What follows belongs to an exercise in optimizing a design on an open flow for small area, a short achievable clock period and few clock cycles per item; a production flow would make more cautious choices. Only simulation tests tie the RTL to the original design; equivalence was not proved. No activity file was given, so power comes from the tool's default toggle rates.

==> flow/design.v (excerpt) <==
module dual_window_average_balance (
    input  logic                                clk,
    input  logic                                rst_n,
    input  logic                                in_valid,
    output logic                                in_ready,
    input  logic [11:0]                         in_sample,
    input  logic                                in_last,
    output logic                                out_valid,
    input  logic                                out_ready,
    output logic [12:0]                         out_balance,
    input  logic                                cfg_wen,
    input  logic [dwab_pkg::CFG_INDEX_BITS-1:0] cfg_index,
    input  logic [dwab_pkg::CFG_BITS-1:0]       cfg_data
);
Size: ~6200 cells after synthesis, ~1400 flip-flops, roughly 41 I/O pins, ~74000 sq um of cells after synthesis.
make LEC_CHECK=0 CAP_MARGIN=20 CORE_MARGIN=2 CORE_UTILIZATION=40 CTS_CLUSTER_DIAMETER=100 CTS_CLUSTER_SIZE=22 SETUP_SLACK_MARGIN=2.6 SLEW_MARGIN=20 finish   # period 6.0 ns
run.sh (not shown) runs the stock make flow with config.mk's settings and CLKGATE_MAP_FILE= SYNTH_SCRIPT=/design/flow/synth_recipe.tcl, a recipe that flattens the netlist after the stock synthesis.
The starting point completed without violations.
Testbench counts at the start, summed over its fixed seeds: cycles 22,349, samples 19,200.
==> next run, changes <==
--- a/flow/design.v
+++ b/flow/design.v
@@ -238,31 +238,33 @@
     logic [11:0] x_a;
     logic [11:0] hist [DEPTH];
     logic [6:0]  vc;             
     logic [6:0]  fill;           
     logic [5:0]  lm1, sm1;
     logic        pre_l, pre_s;
     logic [6:0]  ld, sd;         
     logic [5:0]  ld1, sd1;
     logic        en;             
     logic        issue, adj;
+    logic        en_f, hold, stale, upd, upd_d, newpend;
+    logic        new_b, new_c, hold_n;
     logic [11:0] rd_l, rd_s, h_l, h_s;
     logic [6:0]  fill_inc;
     logic        emit;
     logic [1:0]  op_l, op_s;     
     logic [5:0]  lm1_n, sm1_n;
     logic        pre_l_n, pre_s_n;
     logic [7:0]  sel_la, sel_lb, sel_sa, sel_sb;      
     logic        ok_l, ok_s;                          
     logic [6:0]  vc_n;
-    assign issue = en && valid_a;
-    assign adj   = en && !valid_a;
+    assign issue = en_f && valid_a;
+    assign adj   = en_f && !valid_a && !newpend;
     always_comb
     begin
         rd_l = '0;
         rd_s = '0;
         for (int k = 0; k < DEPTH; k++)
         begin
             rd_l = rd_l | (hist[k] & {12{sel_la[k % 8] & sel_lb[k / 8]}});
             rd_s = rd_s | (hist[k] & {12{sel_sa[k % 8] & sel_sb[k / 8]}});
         end
     end
@@ -359,22 +361,22 @@
             hx_s_b  <= '0;
             sub_l_b <= 1'b0;
             sub_s_b <= 1'b0;
             valid_b <= 1'b0;
             lsum    <= '0;
             ssum    <= '0;
             valid_c <= 1'b0;
         end
         else
         begin
-            valid_a <= (in_valid && in_ready_reg) || (valid_a && !en);
-            if (en)
+            valid_a <= (in_valid && in_ready_reg) || (valid_a && !en_f);
+            if (en_f)
             begin
                 if (issue)
                     fill <= last_a ? 7'd0 : fill_inc;
                 vc      <= vc_n;
                 lm1     <= lm1_n;
                 sm1     <= sm1_n;
                 sel_la  <= onehot8(lm1_n[2:0]);
                 sel_lb  <= onehot8(lm1_n[5:3]);
                 sel_sa  <= onehot8(sm1_n[2:0]);
                 sel_sb  <= onehot8(sm1_n[5:3]);
@@ -408,65 +410,76 @@
                 hist[k] <= hist[k-1];
         end
     end
     logic        pipe_busy;
     logic        res_valid;
     logic [12:0] res;
     dwab_back u_back (
         .clk       (clk),
         .rst_n     (rst_n),
         .en        (en),
-        .valid_c   (valid_c),
+        .valid_c   (valid_c && !hold),
         .lsum      (lsum),
         .ssum      (ssum),
         .ld        (ld),
         .sd        (sd),
         .busy      (pipe_busy),
         .res_valid (res_valid),
         .res       (res)
     );
     logic        valid_o, valid_s;
     logic [12:0] data_o, data_s;
     logic        load_o, valid_s_next, sync;
     assign en          = !valid_s;
     assign load_o      = out_ready || !valid_o;
     assign out_valid   = valid_o;
     assign out_balance = data_o;
     assign in_ready    = in_ready_reg;
     assign valid_s_next = valid_s ? !out_ready : (valid_o && !out_ready && res_valid);
-    assign sync = !pre_l && !pre_s && (lm1 == lt1) && (sm1 == st1) && (ld1 == lm1)
-               && (sd1 == sm1);
+    assign sync = !pre_l && !pre_s && (lm1 == lt1) && (sm1 == st1);
+    assign stale   = (ld1 != lm1) || (sd1 != sm1);
+    assign newpend = (valid_b && new_b) || (valid_c && new_c);
+    assign hold    = valid_c && (new_c || upd_d);
+    assign en_f    = en && !hold;
+    assign upd     = stale && !pipe_busy && !(valid_b && !new_b) && !(valid_c && !new_c);
+    assign hold_n  = (en_f ? valid_b : valid_c) && (((en_f ? new_b : new_c) && !upd) || upd);
     always_ff @(posedge clk or negedge rst_n)
     begin
         if (!rst_n)
         begin
             in_ready_reg <= 1'b0;
             valid_o      <= 1'b0;
             valid_s      <= 1'b0;
             ld           <= LONG_WINDOW_RESET;
             sd           <= SHORT_WINDOW_RESET;
             ld1          <= 6'(LONG_WINDOW_RESET - 7'd1);
             sd1          <= 6'(SHORT_WINDOW_RESET - 7'd1);
+            upd_d        <= 1'b0;
+            new_b        <= 1'b0;
+            new_c        <= 1'b0;
         end
         else
         begin
             valid_s <= valid_s_next;
             if (load_o)
                 valid_o <= valid_s || res_valid;
-            if (!pipe_busy && !valid_b)
+            upd_d <= upd;
+            new_b <= (en_f ? (issue && stale) : new_b) && !upd;
+            new_c <= (en_f ? new_b : new_c) && !upd;
+            if (upd)
             begin
                 ld  <= {1'b0, lm1} + 7'd1;
                 sd  <= {1'b0, sm1} + 7'd1;
                 ld1 <= lm1;
                 sd1 <= sm1;
             end
-            in_ready_reg <= !valid_s_next && !cfg_wen && !cfg_wen_d && sync;
+            in_ready_reg <= !valid_s_next && !hold_n && !cfg_wen && !cfg_wen_d && sync;
         end
     end
     always_ff @(posedge clk)
     begin
         if (load_o)
             data_o <= valid_s ? data_s : res;
         if (!valid_s && !load_o)
             data_s <= res;
     end
 endmodule
After rerunning:
- count of clock-buffer cells in the layout decreases by 11
- non-clock buffer count decreases by 32
- register-to-register slack improves by 0.12 ns
- via count decreases by about 3%
- cell area decreases by about 1.2%
- die area decreases by 0.55%
- sequential power hardly moves
- clock skew increases by 0.018 ns
- area after synthesis decreases by about 0.55%
- wire length decreases by about 4%
- hold slack degrades by 0.0036 ns
- setup slack improves by 0.12 ns
- power increases by about 0.5%
Testbench counts after the change, summed over its fixed seeds: cycles 22,243, samples 19,200.

re-timing with driven ports:
The results above use ideal ports. As a check the final layouts listed here were re-extracted and re-timed, cells and wires unchanged. Step 1 assumes that a clkbuf_16 drives the clock port and a buf_2 every other input. Step 2, shift: input delay + t, output delay - t, t = (earliest + latest rising clock arrival at the registers) / 2. This alone moves slack from input paths to output paths. a / b / c = no drivers / after step 1 / after step 2; a / b = the first two.
run | t (ns) | setup slack, ns | hold WS [ns] | slew at the worst register clock pin (ns)
the first run | 0.858 | 2.366 / 2.366 / 2.366 | 0.342 / 0.342 / 0.342 | 0.11 / 0.11
the second run | 0.838 | 2.490 / 2.490 / 2.490 | 0.339 / 0.339 / 0.339 | 0.11 / 0.11
After both steps setup and hold are still met in every run listed.
